What follows belongs to an exercise in optimizing a design on an open flow for small area; a production flow would make more cautious choices. Function was checked by simulation only, so behaviour that the tests miss may differ from the original. The flow treats the clock pin as an ideal source, which a real chip does not have. Power figures rest on the tool's default switching activity, not on a simulated workload.

== S ==
## cgra_row_top
module cgra_row_top (
    input  logic       clk,
    input  logic       rst,
    input  logic       init_en,
    input  logic       run,
    input  logic [4:0] init_sel,
    input  cgra_types_pkg::cfg_word_t  pe_config,
    input  cgra_types_pkg::row_edge_t  n_in,
    input  cgra_types_pkg::row_edge_t  s_in,
    output cgra_types_pkg::row_edge_t  n_out,
    output cgra_types_pkg::row_edge_t  s_out,
    input  logic       host_we,
    input  cgra_types_pkg::addr_t      host_addr,
    input  cgra_types_pkg::word_t      host_wdata
);
    logic        ls_rd, ls_wr;
    logic [7:0]  ls_addr, ls_raddr;
    logic [31:0] ls_wdata, bank_rdata;
    pe_row pe_row_i (
        .clk        (clk),
        .rst        (rst),
        .init_en    (init_en),
        .run        (run),
        .init_sel   (init_sel),
        .pe_config  (pe_config),
        .n_in       (n_in),
        .s_in       (s_in),
        .n_out      (n_out),
        .s_out      (s_out),
  ...
export LEC_CHECK = 0
export CAP_MARGIN = 30
export CELL_PAD_IN_SITES_DETAIL_PLACEMENT = 1
export CELL_PAD_IN_SITES_GLOBAL_PLACEMENT = 1
export CORE_MARGIN = 2
export CORE_UTILIZATION = 40
export PLACE_DENSITY = 0.7
export SLEW_MARGIN = 25
export SYNTH_HIERARCHICAL = 1
export SYNTH_MEMORY_MAX_BITS = 8192
create_clock -name core_clock -period 13.0 [get_ports {clk}]
standard.sh (not shown) runs the stock make flow with config.mk's settings and CLKGATE_MAP_FILE= SYNTH_SCRIPT=/design/flow/synth_recipe.tcl, a recipe that flattens the netlist after the stock synthesis.
==> flow/flow/run.sh <==
#!/bin/bash
# Layout flow: the standard flow (standard.sh), with two changes:
#  - clock tree synthesis without dummy loads, in clusters of clkbuf_16 whose
#    size and diameter are picked per layout: after placement, cts_probe.tcl
#    tries each candidate below on the placed design, and the one with the
#    smallest clock-tree area whose estimated flip-flop clock-pin slew stays
#    under PROBE_MAX_PS is used
#  - port buffers of the smallest buffer cell
# Logs: flow_place.log and flow_rest.log (make's output), cts_probe_*.log
# (one per probe) and cts_probe_summary.log; each ORFS step also keeps its
# own log under orfs/logs/.
set -euo pipefail
export BUFFER_PORTS_ARGS="-buffer_cell sky130_fd_sc_hd__buf_1"
bash standard.sh place > flow_place.log 2>&1

PLATFORM_DIR="$FLOW_HOME/platforms/$FLOW_PLATFORM"
export PROBE_RESULTS="$PWD/orfs/results/$FLOW_PLATFORM/cgra_row_top/base"
export PROBE_TECH_LEF="$PLATFORM_DIR/lef/sky130_fd_sc_hd.tlef"
export PROBE_SC_LEF="$PLATFORM_DIR/lef/sky130_fd_sc_hd_merged.lef"
export PROBE_LIB="$PLATFORM_DIR/lib/sky130_fd_sc_hd__tt_025C_1v80.lib"
export PROBE_PLATFORM_DIR="$PLATFORM_DIR"
PROBE_MAX_PS=115
BASE="-sink_clustering_enable -repair_clock_nets -dont_use_dummy_load -buf_list sky130_fd_sc_hd__clkbuf_16"
BEST=""; BEST_AREA=""; LOW=""; LOW_SLEW=""
for C in 40:80 45:90 35:70 40:70 30:70 30:60 25:50; do
  S=${C%:*}; D=${C#*:}
  ARGS="$BASE -sink_clustering_size $S -sink_clustering_max_diameter $D"
  LOG="cts_probe_${S}_${D}.log"
  PROBE_CTS_ARGS="$ARGS" openroad -threads "$NUM_CORES" -exit flow/cts_probe.tcl > "$LOG" 2>&1 || continue
  LINE=$(grep '^PROBE' "$LOG" || true)
  [[ -n "$LINE" ]] || continue
  AREA=$(echo "$LINE" | awk '{print $3}')
  SLEW=$(echo "$LINE" | awk '{print $5}')
  echo "size $S diameter $D: area $AREA slew_ps $SLEW" >> cts_probe_summary.log
  if [[ -z "$LOW" ]] || awk -v a="$SLEW" -v b="$LOW_SLEW" 'BEGIN { exit !(a < b) }'; then
    LOW="$ARGS"; LOW_SLEW="$SLEW"
  fi
  if awk -v s="$SLEW" -v m="$PROBE_MAX_PS" 'BEGIN { exit !(s <= m) }'; then
    if [[ -z "$BEST" ]] || awk -v a="$AREA" -v b="$BEST_AREA" 'BEGIN { exit !(a < b) }'; then
      BEST="$ARGS"; BEST_AREA="$AREA"
    fi
  fi
done
# none under the limit: the one with the lowest slew; none at all: a tight default
export CTS_ARGS="${BEST:-${LOW:-$BASE -sink_clustering_size 25 -sink_clustering_max_diameter 50}}"
echo "chosen: $CTS_ARGS" >> cts_probe_summary.log
bash standard.sh > flow_rest.log 2>&1
Other scripts of this flow, unchanged in this note and not shown: flow/flow/cts_probe.tcl
Here is what was changed in the inputs of Q compared with S.
# S
export LEC_CHECK = 0
export CAP_MARGIN = 30
export CELL_PAD_IN_SITES_DETAIL_PLACEMENT = 1
export CELL_PAD_IN_SITES_GLOBAL_PLACEMENT = 1
export CORE_MARGIN = 2
export CORE_UTILIZATION = 40
export PLACE_DENSITY = 0.7
export SLEW_MARGIN = 25
export SYNTH_HIERARCHICAL = 1
export SYNTH_MEMORY_MAX_BITS = 8192
create_clock -name core_clock -period 13.0 [get_ports {clk}]
# Q
export LEC_CHECK = 0
export CAP_MARGIN = 30
export CELL_PAD_IN_SITES_DETAIL_PLACEMENT = 1
export CELL_PAD_IN_SITES_GLOBAL_PLACEMENT = 1
export CORE_MARGIN = 2
export CORE_UTILIZATION = 52
export PLACE_DENSITY = 0.68
export SLEW_MARGIN = 25
export SYNTH_HIERARCHICAL = 1
export SYNTH_MEMORY_MAX_BITS = 8192
create_clock -name core_clock -period 13.0 [get_ports {clk}]
==> comparison <==
Diff S -> Q: total wirelength of the detailed-routed design rose about 1.2%, data arrival at the endpoint of the critical path was more or less identical.
Comparing S and Q, the higher non-clock buffer count is on Q.
S ended up with nor3_2 as its cell with the largest stage delay on the worst path; Q ended up with a21o_1.
The higher final core area utilization of S and Q is in Q.
Summary of Q over S: relative area change from synthesis to final layout lower; post-route fraction of the period consumed by the critical path has remained practically unchanged.


## indigo
cgra_row_top again, from the RTL that the note above started with.
clock: 13.0 ns
lec_check: 0
cap_margin: 30
cell_pad_in_sites_detail_placement: 1
cell_pad_in_sites_global_placement: 1
core_margin: 2
core_utilization: 46
place_density: 0.62
slew_margin: 25
synth_hierarchical: 1
synth_memory_max_bits: 8192
==> flow/flow/cts_probe.tcl <==
# Tries one clock_tree_synthesis setting on the placed design and reports the
# clock tree's cell area and the largest flip-flop clock-pin slew, estimated
# from placement.  Called by run.sh once per candidate setting.
set res $::env(PROBE_RESULTS)
read_lef $::env(PROBE_TECH_LEF)
read_lef $::env(PROBE_SC_LEF)
read_liberty $::env(PROBE_LIB)
read_db $res/3_place.odb
read_sdc $res/3_place.sdc
source $::env(PROBE_PLATFORM_DIR)/setRC.tcl
proc area_of {} {
  set a 0
  foreach inst [[ord::get_db_block] getInsts] {
    set m [$inst getMaster]
    set a [expr {$a + [$m getWidth] * [$m getHeight]}]
  }
  return $a
}
set before [area_of]
eval clock_tree_synthesis $::env(PROBE_CTS_ARGS)
set after [area_of]
set_propagated_clock [all_clocks]
estimate_parasitics -placement
set worst 0
foreach pin [get_pins -hierarchical */CLK] {
  foreach edge {rise fall} {
    set s [get_property $pin slew_max_$edge]
    if {$s > $worst} { set worst $s }
  }
}
puts "PROBE area [expr {($after - $before) / 1e6}] slew_ps [expr {$worst * 1000}]"
Scripts as last shown in full above: flow/flow/run.sh
Input-level comparison between garnet and indigo:
Settings: PLACE_DENSITY changed from 0.62 to 0.54; CAP_MARGIN changed from 30 to 20; SLEW_MARGIN changed from 25 to 20; CORE_UTILIZATION changed from 46 to 37.
Notes after the runs:
[compare] base=indigo new=garnet: fmax has decreased, number of tapcells has increased, reported combinational group power has remained practically unchanged, proportion of power drawn by the clock network has increased, cell area power density has decreased. ~same smallest hold slack in garnet and indigo. indigo → garnet: wire length saw an increase; share of the core filled with cells in the final layout saw a decrease; via count of the first global-routing pass saw little to no change; total power saw an increase.
What quartz does differently from garnet at the input level:
Settings: a change of CAP_MARGIN from 20 to 30; a change of PLACE_DENSITY from 0.54 to 0.59; a change of SLEW_MARGIN from 20 to 25; a change of CORE_UTILIZATION from 37 to 42.
Findings:
Routed wire length: quartz vs garnet down about 4%
Comparing quartz and garnet, the higher minimum clock period was measured on garnet.
Changes observed in quartz relative to garnet: final instance area fell 0.58%, critical path depth fell 1, floorplan die area fell 12%, end-of-flow core utilization rose 5.1 points, tap cell count fell about 12%.
Global router's overall resource usage in quartz is 3.1 points above garnet.

separate check: timing with driven ports:
In the flow no input, the clock included, has a driving cell. The finished layouts below were timed again as built, in two steps.
Step 1 sets driving cells, clkbuf_16 on the clock port and buf_2 on the other inputs (assumed; they add their load-dependent delay and slew).
Step 2 moves the port delays by t, midway between the first and last clock arrival at a register: inputs arrive t later, outputs are due t later. That takes back most of the time a late clock gives input paths.
a / b / c = no drivers / after step 1 / after step 2; a / b = the first two.
| run | t (ns) | slack for setup (ns) | worst hold slack (ns) | latest minus earliest clock arrival (ns) | pins driven straight from the clock port |
|---|---|---|---|---|---|
| S | 1.244 | 2.012 / 2.084 / 0.840 | 0.401 / 0.401 / 0.401 | 0.244 / 0.243 | 1 |
| Q | 1.261 | 2.007 / 2.126 / 0.864 | 0.443 / 0.443 / 0.443 | 0.215 / 0.215 | 1 |
| indigo | 1.288 | 2.013 / 2.157 / 0.870 | 0.444 / 0.444 / 0.444 | 0.200 / 0.201 | 1 |
| garnet | 1.232 | 1.812 / 1.918 / 0.686 | 0.444 / 0.444 / 0.444 | 0.230 / 0.230 | 1 |
| quartz | 1.296 | 1.951 / 2.087 / 0.791 | 0.441 / 0.441 / 0.441 | 0.215 / 0.216 | 1 |
After both steps setup and hold are still met in every run listed. For S, which loses most, drivers alone change the setup slack by +0.072 ns; drivers and shift together by -1.172 ns.
